From an optimization exercise on the open Yosys and OpenROAD flow, aimed at small area and a short achievable clock period; shortcuts taken in it are not production practice.
Where RTL was checked, it was by simulation tests only, not by an equivalence proof against the original.
Power figures rest on the tool's default switching activity, not on a simulated workload.

==> trial 28 <==
==> flow/design.v (excerpt) <==
module store_buffer #(
    parameter int sq_depth = 8
) (
    input  logic                            clk,
    input  logic                            rst,
    input  logic                            rob_flush,
    input  logic                            lsq_valid,
    input  logic                            lsq_ready,
    input  logic                            lsq_is_load,
    input  logic [lsu_pkg::xlen-1:0]        lsq_addr,
    input  logic [lsu_pkg::mask_bits-1:0]   lsq_mask,
    input  logic [lsu_pkg::xlen-1:0]        lsq_wdata,
    input  lsu_pkg::load_funct3_e           lsq_funct3,
    input  logic [lsu_pkg::rob_id_bits-1:0] lsq_rob_id,
    input  logic [lsu_pkg::pr_bits-1:0]     lsq_pr_dest,
    input  logic [lsu_pkg::rob_id_bits-1:0] rob_head_id,
    output logic                            lsq_dequeue,
    output logic [lsu_pkg::xlen-1:0]        dcache_addr,
    output logic [lsu_pkg::mask_bits-1:0]   dcache_rmask,
    output logic [lsu_pkg::mask_bits-1:0]   dcache_wmask,
    output logic [lsu_pkg::xlen-1:0]        dcache_wdata,
    input  logic [lsu_pkg::xlen-1:0]        dcache_rdata,
    input  logic                            dcache_resp,
    output logic                            cdb_valid,
    output logic [lsu_pkg::rob_id_bits-1:0] cdb_rob_id,
    output logic [lsu_pkg::pr_bits-1:0]     cdb_pr_dest,
    output logic [lsu_pkg::xlen-1:0]        cdb_result,
    output logic                            store_done
);
Settings: LEC_CHECK=0, CAP_MARGIN=20, CORE_MARGIN=2, CORE_UTILIZATION=35, CTS_BUF_LIST=sky130_fd_sc_hd__clkbuf_8, CTS_CLUSTER_DIAMETER=50, CTS_CLUSTER_SIZE=14, PLACE_DENSITY=0.5, SETUP_SLACK_MARGIN=3.2, SLEW_MARGIN=20, SYNTH_HIERARCHICAL=1, TNS_END_PERCENT=2; clock period 10.0 ns.
standard.sh (not shown) runs the stock make flow with config.mk's settings and CLKGATE_MAP_FILE= SYNTH_SCRIPT=/design/flow/synth_recipe.tcl, a recipe that flattens the netlist after the stock synthesis.
==> flow/flow/run.sh <==
#!/bin/bash
# Layout: the standard flow with two changes to how cells are picked.
#  - The port buffers use the smallest buffer cell instead of the one
#    buffer_ports picks by itself; timing repair resizes the critical ones.
#  - Slow wide OR/NOR cells (three or four series PMOS) are added to the
#    platform's don't-use list, so mapping and repair build the wide ORs of
#    the forwarding logic from NAND/AOI stages instead.
set -euo pipefail
export BUFFER_PORTS_ARGS="-buffer_cell sky130_fd_sc_hd__buf_1"
plat=$(make -s -C "$FLOW_HOME" DESIGN_CONFIG="$PWD/config.mk" WORK_HOME="$PWD/orfs" \
       print-DONT_USE_CELLS 2> print_dont_use.log | sed -n 's/^DONT_USE_CELLS: //p')
slow=""
for c in or3_1 or3_2 or3_4 or3b_1 or3b_2 or3b_4 or4_1 or4_2 or4_4 or4b_1 or4b_2 or4b_4 \
         or4bb_1 or4bb_2 or4bb_4 nor4_1 nor4_2 nor4_4 nor4b_1 nor4b_2 nor4b_4 nor4bb_1 \
         nor4bb_2 nor4bb_4 a2111o_1 a2111o_2 a2111o_4 a2111oi_0 a2111oi_1 a2111oi_2 \
         a2111oi_4 o2111a_1 o2111a_2 o2111a_4 o2111ai_1 o2111ai_2 o2111ai_4; do
  slow="$slow sky130_fd_sc_hd__$c"
done
echo "DONT_USE_CELLS=$plat$slow" > dont_use.txt
bash standard.sh "DONT_USE_CELLS=$plat$slow" synth > synth.log 2>&1
bash standard.sh "DONT_USE_CELLS=$plat$slow" finish > layout.log 2>&1
==> inputs of trial 33, as changes to trial 28 <==
==> flow/config.mk (replaced) <==
export PLATFORM = sky130hd
export DESIGN_NAME = store_buffer
export DESIGN_NICKNAME = store_buffer
export VERILOG_FILES = /design/flow/design.v
export SDC_FILE = /design/flow/constraint.sdc
export NUM_CORES = 4
export LEC_CHECK = 0
export CAP_MARGIN = 20
export CORE_MARGIN = 2
export CORE_UTILIZATION = 35
export CTS_BUF_LIST = sky130_fd_sc_hd__clkbuf_16
export CTS_CLUSTER_DIAMETER = 80
export CTS_CLUSTER_SIZE = 25
export PLACE_DENSITY = 0.5
export SETUP_SLACK_MARGIN = 3.6
export SLEW_MARGIN = 20
export SYNTH_HIERARCHICAL = 1
export TNS_END_PERCENT = 2
==> inputs of build 73, as changes to trial 28 <==
--- a/flow/design.v
+++ b/flow/design.v
@@ -48,16 +48,46 @@
     assign y = (a1 & a2) | (b1 & b2);
 endmodule
 module sb_nand3 (input logic a, b, c, output logic y);
     assign y = ~(a & b & c);
 endmodule
 module sb_a211o (input logic a1, a2, b1, c1, output logic y);
     assign y = (a1 & a2) | b1 | c1;
 endmodule
+module sb_hold #(
+    parameter int w = 1
+) (
+    input  logic         en,
+    input  logic         hold,
+    input  logic [w-1:0] d,
+    input  logic [w-1:0] q,
+    output logic [w-1:0] y
+);
+    for (genvar k = 0; k < w; k++) begin : g_bit
+        sb_a22o i_m (.a1(en), .a2(d[k]), .b1(hold), .b2(q[k]), .y(y[k]));
+    end
+endmodule
+module sb_and3 (input logic a, b, c, output logic y);
+    assign y = a & b & c;
+endmodule
+module sb_a222oi (input logic a1, a2, b1, b2, c1, c2, output logic y);
+    assign y = ~((a1 & a2) | (b1 & b2) | (c1 & c2));
+endmodule
+module sb_sel8 (
+    input  logic [7:0] sel,
+    input  logic [7:0] d,
+    output logic       y
+);
+    logic [2:0] t;
+    sb_a222oi i_t0 (.a1(sel[0]), .a2(d[0]), .b1(sel[1]), .b2(d[1]), .c1(sel[2]), .c2(d[2]), .y(t[0]));
+    sb_a222oi i_t1 (.a1(sel[3]), .a2(d[3]), .b1(sel[4]), .b2(d[4]), .c1(sel[5]), .c2(d[5]), .y(t[1]));
+    sb_a22oi  i_t2 (.a1(sel[6]), .a2(d[6]), .b1(sel[7]), .b2(d[7]), .y(t[2]));
+    sb_nand3  i_y  (.a(t[0]), .b(t[1]), .c(t[2]), .y(y));
+endmodule
 `timescale 1ns/1ps
 module sb_entry_cmp (
     input  logic [29:0] entry_addr,
     input  logic [29:0] addr,
     output logic        eq_c,
     output logic        eq_l
 );
     logic [31:0] x;      
@@ -83,24 +113,25 @@
     end
     sb_nor2 i_eq_c (.a(k[0]), .b(k[1]), .y(eq_c));
     sb_nor2 i_eq_l (.a(k[0]), .b(k[1]), .y(eq_l));
 endmodule
 module sb_cover #(
     parameter int sq_depth = 8
 ) (
     input  logic [sq_depth-1:0]      eq,
+    input  logic [sq_depth-1:0]      valid,
     input  logic [sq_depth-1:0][3:0] live,
     output logic [3:0]               none
 );
     logic [3:0][7:0] u;      
     logic [3:0][1:0] p;      
     for (genvar b = 0; b < 4; b++) begin : g_lane
         for (genvar i = 0; i < 8; i++) begin : g_entry
-            sb_nand2 i_u (.a(eq[i]), .b(live[i][b]), .y(u[b][i]));
+            sb_nand3 i_u (.a(eq[i]), .b(live[i][b]), .c(valid[i]), .y(u[b][i]));
         end
         sb_nand4 i_p0 (.a(u[b][0]), .b(u[b][1]), .c(u[b][2]), .d(u[b][3]), .y(p[b][0]));
         sb_nand4 i_p1 (.a(u[b][4]), .b(u[b][5]), .c(u[b][6]), .d(u[b][7]), .y(p[b][1]));
         sb_nor2  i_n  (.a(p[b][0]), .b(p[b][1]), .y(none[b]));
     end
 endmodule
 module sb_miss (
     input  logic [3:0] none,
@@ -127,47 +158,50 @@
     input  logic [3:0]    load_mask,
     input  logic [aw-1:0] head_addr,
     input  logic [3:0]    head_mask,
     output logic          load_req,
     output logic [aw-1:0] req_addr,
     output logic [3:0]    rmask,
     output logic [3:0]    wmask
 );
-    logic [aw-1:0] load_addr_q, head_addr_q;
-    logic [3:0]    rmask_q, wmask_q;
-    assign load_addr_q = load_addr & {aw{load_head}};
-    assign head_addr_q = head_addr & {aw{!load_head}};
-    assign rmask_q     = load_mask & {4{!busy && load_head}};
-    assign wmask_q     = head_mask & {4{!busy && sq_nonempty}};
-    sb_and2 i_req (.a(load_head), .b(fwd_miss[3]), .y(load_req));
+    logic [3:0] sel_load, sel_head;    
+    logic [3:0] rmask_q, wmask_q;
+    assign rmask_q = load_mask & {4{!busy && load_head}};
+    assign wmask_q = head_mask & {4{!busy && sq_nonempty}};
+    for (genvar c = 0; c < 4; c++) begin : g_sel
+        sb_and2  i_l (.a(load_head), .b(fwd_miss[c]), .y(sel_load[c]));
+        sb_nand2 i_h (.a(load_head), .b(fwd_miss[c]), .y(sel_head[c]));
+    end
+    assign load_req = sel_load[3];
     for (genvar k = 0; k < aw; k++) begin : g_addr
-        sb_a221o i_a (.a1(load_addr_q[k]), .a2(fwd_miss[k/10]), .b1(head_addr[k]), .b2(fwd_full[k/10]),
-                      .c1(head_addr_q[k]), .y(req_addr[k]));
+        sb_a22o i_a (.a1(load_addr[k]), .a2(sel_load[k/10]), .b1(head_addr[k]), .b2(sel_head[k/10]),
+                     .y(req_addr[k]));
     end
     for (genvar k = 0; k < 4; k++) begin : g_mask
         sb_and2 i_r (.a(rmask_q[k]), .b(fwd_miss[3]), .y(rmask[k]));
         sb_o21a i_w (.a1(!load_head), .a2(fwd_full[3]), .b1(wmask_q[k]), .y(wmask[k]));
     end
 endmodule
 `timescale 1ns/1ps
 module sb_lane #(
     parameter int sq_depth = 8
 ) (
     input  logic [sq_depth-1:0]      eq,
+    input  logic [sq_depth-1:0]      valid,
     input  logic [sq_depth-1:0]      live,
     input  logic [sq_depth-1:0][7:0] data,
     input  logic [7:0]               cache,
     input  logic                     cache_sel,
     output logic [7:0]               merged
 );
     logic [1:0][sq_depth-1:0] hit;
     for (genvar i = 0; i < sq_depth; i++) begin : g_hit
-        sb_and2 i_h0 (.a(eq[i]), .b(live[i]), .y(hit[0][i]));
-        sb_and2 i_h1 (.a(eq[i]), .b(live[i]), .y(hit[1][i]));
+        sb_and3 i_h0 (.a(eq[i]), .b(live[i]), .c(valid[i]), .y(hit[0][i]));
+        sb_and3 i_h1 (.a(eq[i]), .b(live[i]), .c(valid[i]), .y(hit[1][i]));
     end
     for (genvar k = 0; k < 8; k++) begin : g_bit
         logic [7:0] n;
         logic [1:0] p;
         for (genvar i = 0; i < 8; i++) begin : g_entry
             sb_nand2 i_n (.a(data[i][k]), .b(hit[k/4][i]), .y(n[i]));
         end
         sb_nand4 i_p0 (.a(n[0]), .b(n[1]), .c(n[2]), .d(n[3]), .y(p[0]));
@@ -181,16 +215,17 @@
     output logic       ext
 );
     assign ext = |(top_bits & sel);
 endmodule
 module load_align #(
     parameter int sq_depth = 8
 ) (
     input  logic [sq_depth-1:0]       eq,
+    input  logic [sq_depth-1:0]       valid,
     input  logic [sq_depth-1:0][3:0]  live,
     input  logic [sq_depth-1:0][31:0] data,
     input  logic [31:0]               cache_rdata,
     input  logic [3:0]                cache_sel,
     input  logic [1:0]                addr_low,
     input  logic [2:0]                funct3,
     output logic [31:0]               result
 );
@@ -199,16 +234,17 @@
     logic [3:0][sq_depth-1:0][7:0] lane_data;
     for (genvar b = 0; b < 4; b++) begin : g_lane
         for (genvar i = 0; i < sq_depth; i++) begin : g_entry
             assign lane_live[b][i] = live[i][b];
             assign lane_data[b][i] = data[i][8*b +: 8];
         end
         sb_lane #(.sq_depth(sq_depth)) i_lane (
             .eq      (eq),
+            .valid   (valid),
             .live    (lane_live[b]),
             .data    (lane_data[b]),
             .cache   (cache_rdata[8*b +: 8]),
             .cache_sel (cache_sel[b]),
             .merged  (merged[8*b +: 8])
         );
     end
     logic is_word, is_half, is_byte, sign_ext;
@@ -281,44 +317,45 @@
 );
     localparam int aw       = lsu_pkg::xlen - 2;
     logic [sq_depth-1:0][aw-1:0] q_addr;
     logic [sq_depth-1:0][3:0]    q_mask;
     logic [sq_depth-1:0][31:0]   q_data;
     logic [sq_depth-1:0][3:0]    q_live;
     logic [sq_depth-1:0]         q_valid;    
     logic [sq_depth-1:0]         head_oh;    
+    localparam int ew = aw + 4 + 32 + 4;     
+    logic [sq_depth-1:0][ew-1:0] q_ent;
     logic busy;         
     logic busy_load;    
     logic stale;        
     logic sq_full, sq_nonempty;
     assign sq_full     = q_valid[sq_depth-1];
     assign sq_nonempty = q_valid[0];
     assign head_oh     = q_valid & ~(q_valid >> 1);
     logic head_ok, is_store, store_accept, load_head;
     assign head_ok      = lsq_valid && lsq_ready;
     assign is_store     = head_ok && !lsq_is_load;
     assign load_head    = head_ok && lsq_is_load;
     assign store_accept = is_store && (lsq_rob_id == rob_head_id) && !sq_full;
     logic [sq_depth-1:0]      eq_c, eq_l;
-    logic [sq_depth-1:0][3:0] vlive;
     logic [4:0]               fwd_full, fwd_miss;     
     logic [3:0]               fwd_none;
     for (genvar i = 0; i < sq_depth; i++) begin : g_entry
         sb_entry_cmp i_cmp (
             .entry_addr (q_addr[i]),
             .addr       (lsq_addr[lsu_pkg::xlen-1:2]),
             .eq_c       (eq_c[i]),
             .eq_l       (eq_l[i])
         );
-        assign vlive[i] = q_live[i] & {4{q_valid[i]}};
     end
     sb_cover #(.sq_depth(sq_depth)) i_cover (
-        .eq   (eq_c),
-        .live (vlive),
+        .eq    (eq_c),
+        .valid (q_valid),
+        .live  (q_live),
         .none (fwd_none)
     );
     for (genvar c = 0; c < 5; c++) begin : g_miss
         sb_miss i_miss (
             .none      (fwd_none),
             .load_mask (lsq_mask),
             .fwd_full  (fwd_full[c]),
             .fwd_miss  (fwd_miss[c])
@@ -354,28 +391,27 @@
             stale <= 1'b1;
         end else if (dcache_resp) begin
             stale <= 1'b0;
         end
     end
     logic [aw-1:0] head_addr;
     logic [3:0]    head_mask;
     logic [31:0]   head_data;
-    always_comb begin
-        head_addr = '0;
-        head_mask = '0;
-        head_data = '0;
-        for (int i = 0; i < sq_depth; i++) begin
-            if (head_oh[i]) begin
-                head_addr = head_addr | q_addr[i];
-                head_mask = head_mask | q_mask[i];
-                head_data = head_data | q_data[i];
-            end
+    logic [aw+4+32-1:0][sq_depth-1:0] head_in;
+    logic [aw+4+32-1:0]               head_q;
+    for (genvar i = 0; i < sq_depth; i++) begin : g_head_in
+        for (genvar k = 0; k < aw + 36; k++) begin : g_bit
+            assign head_in[k][i] = q_ent[i][ew-1-(aw+36-1)+k];
         end
     end
+    for (genvar k = 0; k < aw + 36; k++) begin : g_head
+        sb_sel8 i_sel (.sel(head_oh), .d(head_in[k]), .y(head_q[k]));
+    end
+    assign {head_addr, head_mask, head_data} = head_q;
     dcache_arbiter #(.aw(aw)) i_arb (
         .load_head   (load_head),
         .fwd_full    (fwd_full[3:0]),
         .fwd_miss    (fwd_miss[3:0]),
         .busy        (busy),
         .sq_nonempty (sq_nonempty),
         .load_addr   (lsq_addr[lsu_pkg::xlen-1:2]),
         .load_mask   (lsq_mask),
@@ -394,33 +430,44 @@
         end else begin
             case ({store_accept, sq_pop})
                 2'b10:   q_valid <= {q_valid[sq_depth-2:0], 1'b1};
                 2'b01:   q_valid <= q_valid >> 1;
                 default: q_valid <= q_valid;
             endcase
         end
     end
+    logic [sq_depth-1:0][ew-1:0] q_shift, q_next;
+    logic                        accept_n;
+    assign accept_n = !store_accept;
+    for (genvar i = 0; i < sq_depth; i++) begin : g_ent
+        assign q_ent[i] = {q_addr[i], q_mask[i], q_data[i], q_live[i]};
+        if (i == 0) begin : g_in
+            assign q_shift[i] = {lsq_addr[lsu_pkg::xlen-1:2], lsq_mask, lsq_wdata, lsq_mask};
+        end else begin : g_up
+            assign q_shift[i] = {q_addr[i-1], q_mask[i-1], q_data[i-1],
+                                 q_live[i-1] & ~({4{eq_l[i-1]}} & lsq_mask)};
+        end
+        sb_hold #(.w(ew)) i_hold (
+            .en   (store_accept),
+            .hold (accept_n),
+            .d    (q_shift[i]),
+            .q    (q_ent[i]),
+            .y    (q_next[i])
+        );
+    end
     always_ff @(posedge clk) begin
-        if (store_accept) begin
-            q_addr[0] <= lsq_addr[lsu_pkg::xlen-1:2];
-            q_mask[0] <= lsq_mask;
-            q_data[0] <= lsq_wdata;
-            q_live[0] <= lsq_mask;
-            for (int i = 1; i < sq_depth; i++) begin
-                q_addr[i] <= q_addr[i-1];
-                q_mask[i] <= q_mask[i-1];
-                q_data[i] <= q_data[i-1];
-                q_live[i] <= q_live[i-1] & ~({4{eq_l[i-1]}} & lsq_mask);
-            end
+        for (int i = 0; i < sq_depth; i++) begin
+            {q_addr[i], q_mask[i], q_data[i], q_live[i]} <= q_next[i];
         end
     end
     load_align #(.sq_depth(sq_depth)) i_align (
         .eq          (eq_l),
-        .live        (vlive),
+        .valid       (q_valid),
+        .live        (q_live),
         .data        (q_data),
         .cache_rdata (dcache_rdata),
         .cache_sel   (none_q & {4{resp_ok && busy_load}}),
         .addr_low    (lsq_addr[1:0]),
         .funct3      (lsq_funct3),
         .result      (cdb_result)
     );
     assign cdb_valid   = (load_head && fwd_full[4]) || (resp_ok && busy_load);
==> flow/config.mk (replaced) <==
export PLATFORM = sky130hd
export DESIGN_NAME = store_buffer
export DESIGN_NICKNAME = store_buffer
export VERILOG_FILES = /design/flow/design.v
export SDC_FILE = /design/flow/constraint.sdc
export NUM_CORES = 4
export LEC_CHECK = 0
export CAP_MARGIN = 20
export CORE_MARGIN = 2
export CORE_UTILIZATION = 45
export CTS_BUF_LIST = sky130_fd_sc_hd__clkbuf_16
export CTS_CLUSTER_DIAMETER = 120
export CTS_CLUSTER_SIZE = 25
export PLACE_DENSITY = 0.6
export SETUP_SLACK_MARGIN = 3.4
export SLEW_MARGIN = 20
export SYNTH_HIERARCHICAL = 1
export TNS_END_PERCENT = 2
==> results.txt <==
| metric | build 73 | trial 28 | trial 33 |
|---|---|---|---|
| Result of the run | finished clean | finished clean | finished clean |
| Internal power component | 3.02 mW | 3.69 mW | 3.52 mW |
| Met3 wire length | 6940 um | 6430 um | 7300 um |
| Critical path's largest stage delay | 0.29 ns | 0.42 ns | 0.37 ns |
| Final cell area excluding filler cells | 0.0294 sq mm | 0.0313 sq mm | 0.0320 sq mm |
| Total number of nets in the final design | 2924 | 2552 | 2525 |
| Overall power of the completed layout | 4.01 mW | 4.93 mW | 4.63 mW |
| First-pass GRT wire length | 135000 um | 136000 um | 135000 um |
| Synthesized area | 0.0259 sq mm | 0.0275 sq mm | 0.0275 sq mm |
| Buffer cell driving the clock tree root | clkbuf_16 | clkbuf_8 | clkbuf_16 |
| Count of buffers added by post-CTS timing repair for setup | 14 | 2 | 13 |
| Final Wtd Congestion | 0.893 | 0.861 | 0.861 |
| Via total after detailed routing | 23571 | 20390 | 20228 |
| Leakage component of the power | 10.7 nW | 9.79 nW | 10.2 nW |
| 1st-pass router iterations | 10 | 7 | 6 |
| GR Layer Usage met3 | 0.0359 | 0.0321 | 0.0294 |
| Core Box Area | 0.0566 sq mm | 0.0776 sq mm | 0.0776 sq mm |
No functional check of the RTL was part of build 73.

[what the ideal ports hide]
No port has a modelled driver above. Below, the same layouts with a new extraction and two added sets of constraints.
Step 1 (the two cells are an assumption about what drives the block):
set clk [get_ports {clk}]
set_driving_cell -lib_cell sky130_fd_sc_hd__clkbuf_16 $clk
set_driving_cell -lib_cell sky130_fd_sc_hd__buf_2 [delete_from_list [all_inputs] $clk]
Step 2, shift: input delay + t, output delay - t, t = (earliest + latest rising clock arrival at the registers) / 2. This alone moves slack from input paths to output paths.
Slacks: no drivers / after step 1 / after step 2; pairs: no drivers / after step 1.
run	t, ns	setup WS [ns]	worst slew at a driven data input, ns
trial 28	0.737	3.242 / 3.223 / 3.223	0.15
trial 33	0.659	3.530 / 3.487 / 3.487	0.14
build 73	0.666	3.443 / 3.423 / 3.423	0.09
After both steps every run listed still meets setup and hold. For trial 33, which loses most, drivers alone change the setup slack by -0.043 ns; drivers and shift together by -0.043 ns.
